This design comes from an exercise in tuning for small area, a short achievable clock period and few clock cycles per item on the open sky130 flow, not from production work. At most, simulation tests tie the RTL to the original design; equivalence was not proved. The RTL of run 4 was laid out without a check of its function. Power and IR drop assume default switching activity.

## flow/design.v (module list and top-level ports; edited modules follow where they fit)
// module qkv_ctrl: 41 lines
// module operand_fetch: 88 lines
// module mac_unit: 2067 lines
// module result_writer: 24 lines
// module qkv_top: 60 lines
module qkv_top #(
	parameter int num_proj = 3
) (
	input  logic        clk,
	input  logic        reset_n,
	input  logic        dut_valid,
	output logic        dut_ready,
	output logic [15:0] input_read_address,
	input  logic [31:0] input_read_data,
	output logic [15:0] weight_read_address,
	input  logic [31:0] weight_read_data,
	output logic        result_write_enable,
	output logic [15:0] result_write_address,
	output logic [31:0] result_write_data
);
  // ...
==> flow/flow/run.sh <==
#!/bin/bash
set -e
cp standard.sh standard_copy.txt
cat config.mk > config_before.txt
MARGIN=$(cat flow/margin.txt)
echo "export SETUP_SLACK_MARGIN = $MARGIN" >> config.mk
bash standard.sh > standard.log 2>&1
==> flow/flow/margin.txt <==
6
==> flow/standard.sh <==
#!/bin/bash
# synth_recipe.tcl (not shown) runs the flow's synth.tcl, then flattens the netlist and writes it again
# the make line also repeats each setting of config.mk as NAME=value (left out here)
make -C /OpenROAD-flow-scripts/flow DESIGN_CONFIG=/design/flow/config.mk WORK_HOME=/design/flow/orfs CLKGATE_MAP_FILE= SYNTH_SCRIPT=/design/flow/synth_recipe.tcl "${@:-finish}"
==> flow/config.mk <==
export PLATFORM = sky130hd
export DESIGN_NAME = qkv_top
export DESIGN_NICKNAME = qkv_top
export VERILOG_FILES = /design/flow/design.v
export SDC_FILE = /design/flow/constraint.sdc
export NUM_CORES = 4
export LEC_CHECK = 0
export CAP_MARGIN = 20
export CORE_MARGIN = 2
export CORE_UTILIZATION = 40
export SLEW_MARGIN = 20
export SETUP_SLACK_MARGIN = 6
==> flow/constraint.sdc <==
create_clock -name core_clock -period 9.0 [get_ports {clk}]
set_input_delay 1.8000 -clock core_clock [delete_from_list [all_inputs] [get_ports {clk}]]
set_output_delay 1.8000 -clock core_clock [all_outputs]
set_load 0.01 [all_outputs]
==> reports/results.tsv, run 1 <==
stage	metric	value	unit
timing	setup_ws	5.88	ns
critical_path	cp_max_fo	15	
global_route	use_met1	27.8	%
placement	gp_congestion	0.868	
clock_tree	cts_buffers	57	
critical_path	endpoint	u_mac_unit.mid_26_0	
synthesis	ys_top_cells_by_count	dfxtp_1, xnor2_1, nand2_1	
die	die_h	276	µm
global_route	grt_max_degree	107	
die	die_w	276	µm
critical_path	cp.arrival	3.61	ns
drt	viasPerCell	5.35	
critical_path	cp_slowest_cell	fa_2	
synthesis	synth_most_common_cell	dfxtp_1	
global_route	overflow	0	
critical_path	critPathMaxStageDelay	0.56	ns
synthesis	synth_edf_count	96	
power	intPower	0.00675	W
critical_path	r2r_slack	5.88	ns
timing	fin_crit_sh	34.6	%
placement	dp_slack	5.18	ns
clock_tree	cts_num_sinks	506	
drt	top_layer_used	met5	
synthesis	synth_area	0.0297	mm²
status	status	finished clean	
synthesis	ys_seq_elements	506	
clock_tree	cts_tree	yes	
placement	placed_area	0.0320	mm²
drt	drt-met1-wl	35.1	mm
synthesis	synth_seq_area_share	37.4	%
Testbench counts, summed over its fixed seeds: cycles 54,315, macs 53,547.
==> inputs of run 2 (changes only) <==
==> flow/run.sh (new file) <==
#!/bin/bash
# synth_recipe.tcl (not shown) runs the flow's synth.tcl, then flattens the netlist and writes it again
# the make line also repeats each setting of config.mk as NAME=value (left out here)
make -C /OpenROAD-flow-scripts/flow DESIGN_CONFIG=/design/flow/config.mk WORK_HOME=/design/flow/orfs CLKGATE_MAP_FILE= SYNTH_SCRIPT=/design/flow/synth_recipe.tcl finish
--- a/flow/config.mk
+++ b/flow/config.mk
@@ -9,4 +9,3 @@
 export CORE_MARGIN = 2
 export CORE_UTILIZATION = 40
 export SLEW_MARGIN = 20
-export SETUP_SLACK_MARGIN = 6
removed: flow/flow/run.sh
removed: flow/flow/margin.txt
removed: flow/standard.sh
==> reports/results.tsv, run 2 <==
stage	metric	value	unit	change
final_layout	multiInputGateArea	0.0172	mm²	was 0.0176 mm²
critical_path	criticalPathCategory	reg2reg		unchanged
timing	fmax	260	MHz	was 321 MHz
global_route	grt_pass1_wl	122	mm	was 127 mm
placement	portBuffers	148		unchanged
flow_run	maxCapViolations	0		unchanged
final_layout	top_regs	u_mac_unit.a_r (32), u_mac_unit.acc_s (32), u_result_writer.result_write_data (32)		unchanged
die	die_w	276	µm	unchanged
clock_tree	htreeDepth	2		unchanged
drt	wl_per_cell	19.3	µm	was 19.9 µm
final_layout	layout.nets	3362		was 3448
timing	hold_viol	0		unchanged
hold_path	hp-class	reg2reg		unchanged
global_route	grt.total_usage	20.0	%	was 20.9%
critical_path	endpoint	u_operand_fetch.input_read_address[0]		was u_mac_unit.mid_26_0
clock_tree	clk_pin_slew	0.06	ns	was 0.07 ns
global_route	grt_max_degree	107		unchanged
critical_path	cp_max_fo	32		was 15
drt	drt-initial-drc-count	1621		was 1721
die	die_h	276	µm	unchanged
hold_path	hold_depth	0		unchanged
critical_path	cp-start-kind	flop		unchanged
critical_path	cp_slowest_cell	nand2_1		was fa_2
clock_tree	clk_latency	0.66	ns	about the same
die	ios	149		unchanged
synthesis	synth.distinct_cells	68		unchanged
synthesis	async_reset_ff_share	0	%	unchanged
global_route	first_global_vias	21700		was 22600
power	vdd_drop_max	0.000168	V	was 0.000215 V
synthesis	ys_warn_count	4		unchanged
timing	fin_crit	3.84	ns	was 3.12 ns
critical_path	cp.required	9.54	ns	was 9.50 ns
final_layout	final_common_cell	dfxtp_1		unchanged
critical_path	reg2reg_depth	9		unchanged
critical_path	path_common_cell	nand2_1		was fa_2
placement	gp_congestion	0.857		was 0.868
clock_tree	postCtsSetupBuffers	0		was 53
timing	fin_crit_sh	42.7	%	was 34.6%
final_layout	final_cell_mix	dfxtp_1, xnor2_1, nand2_1, a22oi_1, fa_1		was dfxtp_1, nand2_1, xnor2_1, fa_1, a22oi_1
timing	final_max_slew_viol_count	0		unchanged
synthesis	synth_seq_area_share	37.4	%	unchanged
drt	viasPerCell	5.30		was 5.35
synthesis	synth_area	0.0297	mm²	unchanged
timing	tns	0	ns	unchanged
synthesis	netlist_top_cells_area	dfxtp_1, fa_1, edfxtp_1, xnor2_1, a22oi_1		unchanged
clock_tree	postCtsResizedCells	0		was 489
critical_path	cp.arrival	4.38	ns	was 3.61 ns
critical_path	crit_cells	9		unchanged
timing	tightestPinTransition	1.08	ns	was 1.07 ns
critical_path	crit_chain	or4_1 > nor4_2 > and2b_1 > and3_1 > buf_4 > nand2_1 > nand2_1 > a211oi_1 > or2_2		was buf_12 > a22oi_2 > xnor2_1 > fa_2 > inv_2 > fa_2 > inv_2 > fa_2 > fa_2
clock_tree	clk_path_buf_depth	3		unchanged
power	p_leak	13.1	nW	was 14.0 nW
critical_path	reg2reg_from	u_operand_fetch.jc[6]		was u_mac_unit.b_one[1]
die	core	0.0732	mm²	unchanged
final_layout	area_growth	14.4	%	was 19.5%
global_route	overflow	0		unchanged
synthesis	synth_nets	3319		unchanged
synthesis	ys_top_cells_by_count	dfxtp_1, xnor2_1, nand2_1		unchanged
timing	rsz0062_at_grt	false		was true
drt	vias	21000		was 21700
drt	drc	0		unchanged
final_layout	design_area	0.0340	mm²	was 0.0355 mm²
critical_path	endpoint_kind	flop		unchanged
timing	skew	0.0449	ns	was 0.0778 ns
synthesis	synth_top_cell_area_share	27.7	%	unchanged
critical_path	r2r_slack	5.16	ns	was 5.88 ns
die	die-area	0.0764	mm²	unchanged
final_layout	register_area	0.0111	mm²	was 0.0113 mm²
drt	drtPass1Iterations	7		was 6
synthesis	synthFlopType	dfxtp_1		unchanged
synthesis	yosysTopAreaCell	dfxtp_1		unchanged
clock_tree	cts_buffers	57		unchanged
synthesis	synth_edf_count	96		unchanged
critical_path	critPathMaxStageDelay	0.74	ns	was 0.56 ns
clock_tree	cts_num_sinks	506		unchanged
timing	setup_viol	0		unchanged
critical_path	critical_path_buf_inv_count	1		was 3
synthesis	synth_most_common_cell	dfxtp_1		unchanged
global_route	antenna_found_initial	2		unchanged
synthesis	syn_avg_cell_area	10.2	µm²	unchanged
critical_path	reg2reg_to	u_operand_fetch.input_read_address[0]		was u_mac_unit.mid_26_0
die	rows	99		unchanged
final_layout	n_fill_cell	6792		was 6544
clock_tree	hold_buffers	0		unchanged
die	start_util	40.5	%	unchanged
critical_path	crit_family	simple AND/OR/NAND/NOR gates		was adder cells
placement	dp_hpwl	55.6	mm	was 54.6 mm
clock_tree	root_buffer	clkbuf_16		unchanged
placement	placed_area	0.0318	mm²	was 0.0320 mm²
critical_path	cp-startpoint	u_operand_fetch.jc[6]		was u_mac_unit.b_one[1]
drt	route.antenna.remaining_nets	0		unchanged
power	power.density	311	mW/mm²	was 301 mW/mm²
final_layout	drive_above_1_share	5.16	%	was 15.5%
synthesis	syn_inst	2914		unchanged
synthesis	ys_seq_elements	506		unchanged
timing	relSlewSlack	27.7	%	was 28.6%
clock_tree	cts_tree	yes		unchanged
drt	wirelength	76.4	mm	was 80.7 mm
status	status	finished clean		unchanged
[run 2: changes by cell type in the layout (fill, tap and decap cells not counted), moves of 14 or more]
cell,previous run,this run
dfxtp_1,313,405
clkdlybuf4s50_1,66,148
buf_4,85,32
dfxtp_4,52,1
buf_2,47,0
dfxtp_2,45,4
a22oi_1,226,257
a22oi_2,31,0
clkdlybuf4s15_1,22,0
buf_12,14,0
[run 2: kinds of logic (layout without fill, tap and decap cells)]
group	after synthesis	in the layout	synth area share [%]
AND/OR/NAND/NOR	650	650	10.8
AO/OA/AOI/OAI	604	604	13.1
flip-flops	506	506	37.4
XOR/XNOR	442	442	13.0
buffers and inverters	362	454	4.69
adder cells (fa/ha/maj)	338	338	20.6
multiplexers	12	12	0.426
other	0	2	0
[run 2: worst min-delay path by stage]
| stage | start | end |
|---|---|---|
| 3_3_place_gp | u_qkv_ctrl.first_s2 | u_qkv_ctrl.first_s3 |
| 3_5_place_dp | u_qkv_ctrl.first_s1 | u_qkv_ctrl.first_s2 |
| 6_report | u_qkv_ctrl.first_s2 | u_qkv_ctrl.first_s3 |
| 4_1_cts | u_qkv_ctrl.first_s2 | u_qkv_ctrl.first_s3 |
| 5_1_grt | u_qkv_ctrl.first_s2 | u_qkv_ctrl.first_s3 |
| 2_1_floorplan | u_qkv_ctrl.first_s0 | u_qkv_ctrl.first_s1 |
[run 2: routing by layer]
metal	track usage [%]	wire length, µm
met1	26.8	33600
met2	33.2	36500
met3	2.89	4160
met4	6.68	2170
met5	0	0
[run 2: worst reg2reg max path, delay by kind of cell (launching register included)]
family | cells | cell delay (ns)
buffers and inverters | 1 | 0.34
and+or+nand+nor | 7 | 2.75
DFF | 1 | 0.46
AOI/OAI and AO/OA | 1 | 0.17
[run 2: stage by stage]
step / util, % / instances / hold slack [ns] / setup WS (ns) / total power [W]
6_report: 46.4 / 3967 / 0.292 / 5.16 / 0.0106
5_1_grt: 46.4 / 3967 / 0.303 / 4.85 / 0.0116
4_1_cts: 46.4 / 3964 / 0.301 / 5.20 / 0.0108
3_5_place_dp: 43.5 / 3856 / 0.315 / 5.21 / 0.00817
3_3_place_gp: 43.5 / 3856 / 0.311 / 5.31 / 0.00800
2_1_floorplan: - / 2914 / 0.310 / 5.26 / 0.00677
[run 2: power by group]
part	leakage, nW	total [W]	internal (W)	switching (W)
registers	4.29	0.00327	0.00295	0.000320
clock network	1.01	0.00255	0.00154	0.00101
logic	7.78	0.00473	0.00224	0.00249
total	13.1	0.0106	0.00673	0.00382
[run 2: cell type report]
type                       count  area share, %
tap                          959           3.53
multi-input combinational   2046           50.7
inverter                     166           1.84
clock buffer                  73           4.62
clock inverter                35           1.56
antenna                        2         0.0147
sequential                   506           32.7
timing repair buffer         180           5.07
==> inputs of run 3 (changes only) <==
--- a/flow/config.mk
+++ b/flow/config.mk
@@ -8,4 +8,5 @@
 export CAP_MARGIN = 20
 export CORE_MARGIN = 2
 export CORE_UTILIZATION = 40
+export SETUP_SLACK_MARGIN = 5
 export SLEW_MARGIN = 20
==> reports/results.tsv, run 3 <==
stage	metric	value	unit	change
synthesis	ys_warn_count	4		unchanged
power	vdd_drop_max	0.000168	V	about the same
drt	dr_wl_met2	36.5	mm	about the same
drt	viasPerCell	5.30		about the same
final_layout	top_regs	u_mac_unit.a_r (32), u_mac_unit.acc_s (32), u_result_writer.result_write_data (32)		unchanged
drt	drt-met1-wl	33.6	mm	about the same
global_route	first_global_vias	21700		unchanged
clock_tree	clk_path_buf_depth	3		unchanged
final_layout	drive_above_1_share	5.19	%	was 5.16%
critical_path	cp_max_fo	19		was 32
synthesis	netlist_top_cells_area	dfxtp_1, fa_1, edfxtp_1, xnor2_1, a22oi_1		unchanged
timing	final_max_slew_viol_count	0		unchanged
drt	route.antenna.remaining_nets	0		unchanged
power	power.density	311	mW/mm²	about the same
flow_run	maxCapViolations	0		unchanged
clock_tree	root_buffer	clkbuf_16		unchanged
placement	gp_congestion	0.857		unchanged
critical_path	cp-start-kind	flop		unchanged
timing	fin_crit_sh	41.5	%	was 42.7%
timing	tns	0	ns	unchanged
global_route	grt_max_degree	107		unchanged
timing	fmax	268	MHz	was 260 MHz
critical_path	crit_chain	or4_1 > nor4_2 > and2b_1 > and3_1 > buf_4 > nand2_4 > nand2_1		was or4_1 > nor4_2 > and2b_1 > and3_1 > buf_4 > nand2_1 > nand2_1 > a211oi_1 > or2_2
synthesis	ys_top_cells_by_count	dfxtp_1, xnor2_1, nand2_1		unchanged
synthesis	synth.distinct_cells	68		unchanged
timing	fin_crit	3.74	ns	was 3.84 ns
die	start_util	40.5	%	unchanged
drt	wl_per_cell	19.3	µm	about the same
timing	tightestPinTransition	1.08	ns	about the same
clock_tree	clk_pin_slew	0.06	ns	about the same
die	rows	99		unchanged
final_layout	final_cell_mix	dfxtp_1, xnor2_1, nand2_1, a22oi_1, fa_1		unchanged
final_layout	area_growth	14.4	%	about the same
final_layout	final_common_cell	dfxtp_1		unchanged
clock_tree	cts_buffers	57		unchanged
timing	setup_ws	5.26	ns	was 5.16 ns
timing	rsz0062_at_grt	false		unchanged
drt	vias	21000		about the same
clock_tree	cts_num_sinks	506		unchanged
synthesis	ys_seq_elements	506		unchanged
global_route	antenna_found_initial	2		unchanged
clock_tree	postCtsSetupBuffers	0		unchanged
critical_path	endpoint_kind	flop		unchanged
critical_path	criticalPathCategory	reg2reg		unchanged
timing	relSlewSlack	28.2	%	was 27.7%
synthesis	synth_top_cell_area_share	27.7	%	unchanged
synthesis	synth_nets	3319		unchanged
timing	hold_viol	0		unchanged
drt	wirelength	76.4	mm	about the same
placement	dp_hpwl	55.6	mm	unchanged
clock_tree	clk_latency	0.66	ns	about the same
status	status	finished clean		unchanged
global_route	overflow	0		unchanged
critical_path	critPathMaxStageDelay	0.69	ns	was 0.74 ns
timing	skew	0.0453	ns	was 0.0449 ns
die	die_w	276	µm	unchanged
drt	drtPass1Iterations	7		unchanged
power	p_leak	13.1	nW	about the same
synthesis	synth_seq_area_share	37.4	%	unchanged
critical_path	cp.arrival	3.99	ns	was 4.38 ns
critical_path	crit_family	simple AND/OR/NAND/NOR gates		unchanged
die	ios	149		unchanged
global_route	grt_pass1_wl	122	mm	unchanged
synthesis	synth_edf_count	96		unchanged
critical_path	cp.required	9.25	ns	was 9.54 ns
die	die_h	276	µm	unchanged
drt	top_layer_used	met4		unchanged
synthesis	synth_most_common_cell	dfxtp_1		unchanged
drt	drc	0		unchanged
final_layout	layout.nets	3362		unchanged
clock_tree	htreeDepth	2		unchanged
synthesis	yosysTopAreaCell	dfxtp_1		unchanged
timing	hold_ws	0.292	ns	about the same
critical_path	cp_slowest_cell	nand2_1		unchanged
placement	dp_slack	5.21	ns	unchanged
synthesis	syn_avg_cell_area	10.2	µm²	unchanged
die	core	0.0732	mm²	unchanged
critical_path	critical_path_buf_inv_count	1		unchanged
clock_tree	cts_tree	yes		unchanged
synthesis	synthFlopType	dfxtp_1		unchanged
placement	portBuffers	148		unchanged
hold_path	hp-class	reg2reg		unchanged
timing	setup_viol	0		unchanged
die	die-area	0.0764	mm²	unchanged
drt	dr_wl_met3	4.16	mm	about the same
synthesis	synth_area	0.0297	mm²	unchanged
synthesis	syn_inst	2914		unchanged
synthesis	async_reset_ff_share	0	%	unchanged
global_route	grt.total_usage	20.0	%	unchanged
drt	drt-initial-drc-count	1623		was 1621
==> run 3: cell counts after synthesis <==
No cell type changed its count.
==> run 3: path summary, 6_finish.rpt <==
check	startpoint	endpoint	slack, ns	cells after the start
worst max-delay path	u_operand_fetch.jc[6]	u_operand_fetch.ic[6]	5.26	7
worst min-delay path	u_qkv_ctrl.first_s2	u_qkv_ctrl.first_s3	0.29	0
worst max register to register	u_operand_fetch.jc[6]	u_operand_fetch.ic[6]	5.26	7
worst min register to register	u_qkv_ctrl.first_s2	u_qkv_ctrl.first_s3	0.29	0
==> run 3: area by class of cell <==
cell class,count,area [µm²]
antenna,2,5.00
clock inverter,35,529
inverter,166,623
fill,6790,39300
tap,959,1200
clock buffer,73,1570
sequential,506,11100
timing repair buffer,180,1720
multi-input combinational,2046,17200
==> run 3: logic make-up after synthesis <==
| logic type | Yosys count | synth area share [%] |
|---|---|---|
| XOR/XNOR | 442 | 13.0 |
| adder cells (fa/ha/maj) | 338 | 20.6 |
| AND/OR/NAND/NOR | 650 | 10.8 |
| flip-flops | 506 | 37.4 |
| buffers and inverters | 362 | 4.69 |
| AO/OA/AOI/OAI | 604 | 13.1 |
| multiplexers | 12 | 0.426 |
==> run 3: routing by layer <==
| metal | track usage (%) | up-vias |
|---|---|---|
| li1 | - | 9923 |
| met1 | 26.8 | 10400 |
| met2 | 33.2 | 626 |
| met3 | 2.89 | 121 |
| met4 | 6.68 | 0 |
| met5 | 0 | - |
==> run 3: worst register-to-register path: cells and delay by family, from the launching register on <==
kind / cells / cell delay, ns
simple gates: 6 / 2.52
flops: 1 / 0.46
buf+inv: 1 / 0.34
==> run 3: repair_timing <==
item                       in CTS  in global routing
setup endpoints to repair       0                  6
gates resized for setup         0                  1
hold buffers                    0                  0
==> run 3: metrics by stage <==
stage	area (µm²)	total power, W	cells	utilization [%]
floorplan	29700	0.00677	2914	-
global placement	31800	0.00800	3856	43.5
global route	34000	0.0116	3967	46.4
finish	34000	0.0106	3967	46.4
detailed placement	31800	0.00817	3856	43.5
CTS	33900	0.0108	3964	46.4
==> run 3: power breakdown <==
| part | leakage, nW | switching [W] | internal (W) |
|---|---|---|---|
| Sequential | 4.29 | 0.000320 | 0.00295 |
| Combinational | 7.78 | 0.00249 | 0.00224 |
| Clock | 1.01 | 0.00101 | 0.00154 |
==> module operand_fetch, before the edit <==
module operand_fetch #(
	parameter int num_proj = 3
) (
	input  logic        clk,
	input  logic [31:0] input_read_data,
	input  logic [31:0] weight_read_data,
	output logic [15:0] input_read_address,
	output logic [15:0] weight_read_address,
	input  logic        hdr2,
	input  logic        run,
	output logic        k_last,
	output logic        all_last
);
	logic [15:0] rows_i, cols_i, cols_w;
	logic [15:0] kc, jc, ic;
	logic [1:0]  p;
	logic [15:0] row_base;    
	logic [15:0] col_base;    
	logic [15:0] mat_base;    
	logic        k_end, j_end, i_end, p_end;
	logic [15:0] in_next, w_next;
	assign k_end = (kc == 16'd1);
	assign j_end = (jc == 16'd1);
	assign i_end = (ic == 16'd1);
	assign p_end = (p == 2'(num_proj - 1));
	assign k_last   = k_end;
	assign all_last = k_end & j_end & i_end & p_end;
	always_comb begin
		if (!k_end || (j_end && !i_end))
			in_next = input_read_address + 16'd1;    
		else if (!j_end)
			in_next = row_base;                       
		else
			in_next = 16'd1;                          
		if (!k_end)
			w_next = weight_read_address + cols_w;    
		else if (!j_end)
			w_next = col_base + 16'd1;                
		else if (!i_end)
			w_next = mat_base;                        
		else
			w_next = weight_read_address + 16'd1;     
	end
	always_ff @(posedge clk) begin
		if (hdr2) begin
			rows_i <= input_read_data[31:16];
			cols_i <= input_read_data[15:0];
			cols_w <= weight_read_data[15:0];
			kc <= input_read_data[15:0];
			jc <= weight_read_data[15:0];
			ic <= input_read_data[31:16];
			p  <= '0;
		end else if (run) begin
			kc <= k_end ? cols_i : kc - 16'd1;
			if (k_end) begin
				jc <= j_end ? cols_w : jc - 16'd1;
				if (j_end) begin
					ic <= i_end ? rows_i : ic - 16'd1;
					if (i_end)
						p <= p + 2'd1;
				end
			end
		end
	end
	always_ff @(posedge clk) begin
		if (hdr2) begin
			input_read_address  <= 16'd1;
			weight_read_address <= 16'd1;
			row_base <= 16'd1;
			col_base <= 16'd1;
			mat_base <= 16'd1;
		end else if (run) begin
			input_read_address  <= in_next;
			weight_read_address <= w_next;
			if (k_end) begin
				col_base <= w_next;
				if (j_end) begin
					row_base <= in_next;
					if (i_end)
						mat_base <= w_next;
				end
			end
		end else begin
			input_read_address  <= '0;
			weight_read_address <= '0;
		end
	end
endmodule
==> inputs of run 4 (changes only) <==
--- a/flow/design.v
+++ b/flow/design.v
@@ -62,9 +62,6 @@
 	logic [15:0] mat_base;    
 	logic        k_end, j_end, i_end, p_end;
 	logic [15:0] in_next, w_next;
-	assign k_end = (kc == 16'd1);
-	assign j_end = (jc == 16'd1);
-	assign i_end = (ic == 16'd1);
 	assign p_end = (p == 2'(num_proj - 1));
 	assign k_last   = k_end;
 	assign all_last = k_end & j_end & i_end & p_end;
@@ -92,13 +89,19 @@
 			kc <= input_read_data[15:0];
 			jc <= weight_read_data[15:0];
 			ic <= input_read_data[31:16];
+			k_end <= (input_read_data[15:0] == 16'd1);
+			j_end <= (weight_read_data[15:0] == 16'd1);
+			i_end <= (input_read_data[31:16] == 16'd1);
 			p  <= '0;
 		end else if (run) begin
-			kc <= k_end ? cols_i : kc - 16'd1;
+			kc    <= k_end ? cols_i : kc - 16'd1;
+			k_end <= k_end ? (cols_i == 16'd1) : (kc == 16'd2);
 			if (k_end) begin
-				jc <= j_end ? cols_w : jc - 16'd1;
+				jc    <= j_end ? cols_w : jc - 16'd1;
+				j_end <= j_end ? (cols_w == 16'd1) : (jc == 16'd2);
 				if (j_end) begin
-					ic <= i_end ? rows_i : ic - 16'd1;
+					ic    <= i_end ? rows_i : ic - 16'd1;
+					i_end <= i_end ? (rows_i == 16'd1) : (ic == 16'd2);
 					if (i_end)
 						p <= p + 2'd1;
 				end
==> flow/flow/run.sh (new file) <==
#!/bin/bash
set -e
MARGIN=6
echo "export SETUP_SLACK_MARGIN = $MARGIN" >> config.mk
bash standard.sh > standard.log 2>&1
==> flow/standard.sh (new file) <==
#!/bin/bash
# synth_recipe.tcl (not shown) runs the flow's synth.tcl, then flattens the netlist and writes it again
# the make line also repeats each setting of config.mk as NAME=value (left out here)
make -C /OpenROAD-flow-scripts/flow DESIGN_CONFIG=/design/flow/config.mk WORK_HOME=/design/flow/orfs CLKGATE_MAP_FILE= SYNTH_SCRIPT=/design/flow/synth_recipe.tcl "${@:-finish}"
--- a/flow/config.mk
+++ b/flow/config.mk
@@ -8,5 +8,5 @@
 export CAP_MARGIN = 20
 export CORE_MARGIN = 2
 export CORE_UTILIZATION = 40
-export SETUP_SLACK_MARGIN = 5
 export SLEW_MARGIN = 20
+export SETUP_SLACK_MARGIN = 6
removed: flow/run.sh
==> reports/results.tsv, run 4 <==
stage	metric	value	unit	change
global_route	overflow	0		unchanged
die	die-area	0.0774	mm²	was 0.0764 mm²
final_layout	layout.nets	3439		was 3362
synthesis	synthFlopType	dfxtp_1		unchanged
synthesis	yosysTopAreaCell	dfxtp_1		unchanged
synthesis	syn_avg_cell_area	10.3	µm²	was 10.2 µm²
drt	drc	0		unchanged
drt	drt-initial-drc-count	1817		was 1623
power	p_leak	13.8	nW	was 13.1 nW
power	swShare	36.6	%	was 36.2%
synthesis	netlist_top_cells_area	dfxtp_1, fa_1, edfxtp_1, xnor2_1, a22oi_1		unchanged
status	status	finished clean		unchanged
clock_tree	cts_num_sinks	509		was 506
final_layout	final_cell_mix	dfxtp_1, xnor2_1, fa_1, a22oi_1, nand2_1		was dfxtp_1, xnor2_1, nand2_1, a22oi_1, fa_1
flow_run	maxCapViolations	0		unchanged
synthesis	ys_warn_count	4		unchanged
critical_path	cp-start-kind	flop		unchanged
clock_tree	clk_latency	0.66	ns	about the same
drt	wl_per_cell	20.0	µm	was 19.3 µm
placement	placed_area	0.0322	mm²	was 0.0318 mm²
power	power.density	287	mW/mm²	was 311 mW/mm²
power	vdd_drop_max	0.000151	V	was 0.000168 V
placement	dp_slack	5.23	ns	was 5.21 ns
final_layout	multiInputGateArea	0.0177	mm²	was 0.0172 mm²
timing	fin_crit	3.09	ns	was 3.74 ns
final_layout	design_area	0.0352	mm²	was 0.0340 mm²
clock_tree	clk_path_buf_depth	3		unchanged
drt	vias	22000		was 21000
clock_tree	hold_buffers	0		unchanged
placement	gp_congestion	0.865		was 0.857
timing	final_max_slew_viol_count	0		unchanged
synthesis	syn_inst	2932		was 2914
final_layout	register_area	0.0115	mm²	was 0.0111 mm²
critical_path	critical_path_buf_inv_count	3		was 1
power	intPower	0.00641	W	was 0.00673 W
die	die_w	278	µm	was 276 µm
power	pwr-share-comb	43.2	%	was 44.8%
final_layout	n_fill_cell	6784		was 6790
global_route	antenna_found_initial	9		was 2
synthesis	synth_edf_count	99		was 96
critical_path	cp_slowest_cell	fa_1		was nand2_1
final_layout	final_common_cell	dfxtp_1		unchanged
die	ios	149		unchanged
timing	tightestPinTransition	0.842	ns	was 1.08 ns
clock_tree	clk_pin_slew	0.06	ns	about the same
die	die_h	278	µm	was 276 µm
synthesis	synth_top_cell_area_share	27.3	%	was 27.7%
critical_path	cp.required	9.50	ns	was 9.25 ns
synthesis	ys_top_cells_by_count	dfxtp_1, xnor2_1, a22oi_1		was dfxtp_1, xnor2_1, nand2_1
global_route	grt_max_degree	92		was 107
die	rows	100		was 99
critical_path	endpoint_kind	flop		unchanged
final_layout	drive_above_1_share	15.1	%	was 5.19%
drt	viasPerCell	5.42		was 5.30
placement	placedCellCount	3873		was 3856
synthesis	synth_most_common_cell	dfxtp_1		unchanged
power	seq_power_share	32.5	%	was 31.0%
synthesis	synth_area	0.0301	mm²	was 0.0297 mm²
power	pwr-share-clk	24.3	%	was 24.1%
global_route	grt.total_usage	20.9	%	was 20.0%
global_route	grt_pass1_wl	128	mm	was 122 mm
timing	fin_crit_sh	34.4	%	was 41.5%
die	core	0.0744	mm²	was 0.0732 mm²
drt	wirelength	81.2	mm	was 76.4 mm
synthesis	synth_seq_area_share	37.2	%	was 37.4%
synthesis	async_reset_ff_share	0	%	unchanged
timing	relSlewSlack	43.8	%	was 28.2%
drt	route.antenna.remaining_nets	0		unchanged
drt	drtPass1Iterations	6		was 7
critical_path	criticalPathCategory	reg2reg		unchanged
timing	tns	0	ns	unchanged
final_layout	top_regs	u_mac_unit.a_r (32), u_mac_unit.acc_s (32), u_result_writer.result_write_data (32)		unchanged
power	finalPower	0.0101	W	was 0.0106 W
critical_path	crit_chain	buf_12 > a22oi_2 > xnor2_2 > fa_1 > inv_2 > fa_2 > inv_2 > fa_2 > fa_1		was or4_1 > nor4_2 > and2b_1 > and3_1 > buf_4 > nand2_4 > nand2_1
placement	portBuffers	148		unchanged
clock_tree	cts_buffers	58		was 57
placement	dp_hpwl	56.5	mm	was 55.6 mm
global_route	first_global_vias	22700		was 21700
timing	rsz0062_at_grt	true		was false
timing	skew	0.0446	ns	was 0.0453 ns
power	power_switching	0.00370	W	was 0.00382 W
clock_tree	htreeDepth	2		unchanged
synthesis	synth_nets	3337		was 3319
critical_path	cp.arrival	3.59	ns	was 3.99 ns
final_layout	area_growth	17.1	%	was 14.4%
critical_path	critPathMaxStageDelay	0.56	ns	was 0.69 ns
synthesis	synth.distinct_cells	70		was 68
timing	fmax	323	MHz	was 268 MHz
critical_path	crit_family	adder cells		was simple AND/OR/NAND/NOR gates
clock_tree	root_buffer	clkbuf_16		unchanged
hold_path	hp-class	reg2reg		unchanged
timing	hold_viol	0		unchanged
clock_tree	cts_tree	yes		unchanged
timing	setup_ws	5.91	ns	was 5.26 ns
die	start_util	40.4	%	was 40.5%
critical_path	cp_max_fo	6		was 19
timing	setup_viol	0		unchanged
final_layout	final_cells	4054		was 3967
synthesis	ys_seq_elements	509		was 506
-- run 4: metrics by stage --
step	hold slack (ns)	utilization, %
2_1_floorplan	0.310	-
3_3_place_gp	0.315	43.3
3_5_place_dp	0.320	43.3
4_1_cts	0.334	47.1
5_1_grt	0.346	47.3
6_report	0.331	47.3
-- run 4: cells by family after synthesis --
kind of cell	count (synthesis)	synth area share (%)
and+or+nand+nor	634	10.7
AOI/OAI and AO/OA	627	13.8
DFF	509	37.2
xor gates and xnor gates	435	12.7
buffers and inverters	369	4.64
adders and majority gates	338	20.3
muxes	20	0.691
-- run 4: layout make-up --
| type | count | area share (%) |
|---|---|---|
| multi-input combinational | 2054 | 50.3 |
| sequential | 509 | 32.5 |
| timing repair buffer | 242 | 6.07 |
| clock buffer | 77 | 4.79 |
| tap | 969 | 3.44 |
| inverter | 169 | 1.84 |
| clock inverter | 31 | 0.977 |
| antenna | 3 | 0.0213 |
-- run 4: worst paths after layout --
| path | slack [ns] | endpoint | cells past startpoint | start |
|---|---|---|---|---|
| setup reg to reg | 5.91 | u_mac_unit.mid_27_0 | 9 | u_mac_unit.b_two[0] |
| hold reg to reg | 0.33 | u_qkv_ctrl.first_s1 | 0 | u_qkv_ctrl.first_s0 |
| setup / recovery | 5.91 | u_mac_unit.mid_27_0 | 9 | u_mac_unit.b_two[0] |
| hold / removal | 0.33 | u_qkv_ctrl.first_s1 | 0 | u_qkv_ctrl.first_s0 |
-- run 4: power by group through the flow --
stage	Sequential (W)	Combinational (W)	Clock [W]
6_report	0.00329	0.00437	0.00245
5_1_grt	0.00335	0.00510	0.00262
4_1_cts	0.00329	0.00448	0.00251
3_5_place_dp	0.00336	0.00442	0
3_3_place_gp	0.00335	0.00426	0
2_1_floorplan	0.00323	0.00325	0
-- run 4: what timing repair did --
action	4_1_cts	5_1_grt
buffers inserted	52	11
setup endpoints to repair	218	87
gates cloned	6	1
pin swaps	33	23
gates resized for setup	491	58
-- run 4: metal layers --
| metal | part of all wire [%] | global-route usage, % |
|---|---|---|
| met1 | 42 | 26.7 |
| met2 | 49 | 36.2 |
| met3 | 6.4 | 3.72 |
| met4 | 2.2 | 6.39 |
| met5 | 0.075 | 0 |
-- run 4: worst register-to-register path: cells and delay by family, from the launching register on --
family,cells,cell delay [ns]
flip-flops,1,0.35
AO/OA/AOI/OAI,1,0.20
XOR/XNOR,1,0.09
adder cells (fa/ha/maj),4,2.04
buffers and inverters,3,0.24

[static timing again, ports no longer ideal]
In the flow no input, the clock included, has a driving cell. The finished layouts below were timed again as built, in two steps.
Step 1 sets driving cells, clkbuf_16 on the clock port and buf_2 on the other inputs (assumed; they add their load-dependent delay and slew).
Step 2 times the ports against the registers' clock, not the clock port: input delays grow and output delays shrink by t, the midpoint of the rising clock arrivals with the driver on.
Three values: ideal ports, drivers, drivers and shift; two values: the first two.
run | shift t [ns] | setup WS [ns] | pins driven straight from the clock port
run 1 | 0.688 | 5.883 / 5.883 / 5.883 | 1
run 2 | 0.702 | 5.158 / 5.158 / 5.158 | 1
run 3 | 0.702 | 5.263 / 5.263 / 5.263 | 1
run 4 | 0.700 | 5.906 / 5.906 / 5.629 | 1
After both steps every run listed still meets setup and hold. The setup slack of run 4, which loses most, moves by 0.000 ns with the drivers and by -0.277 ns with both steps.
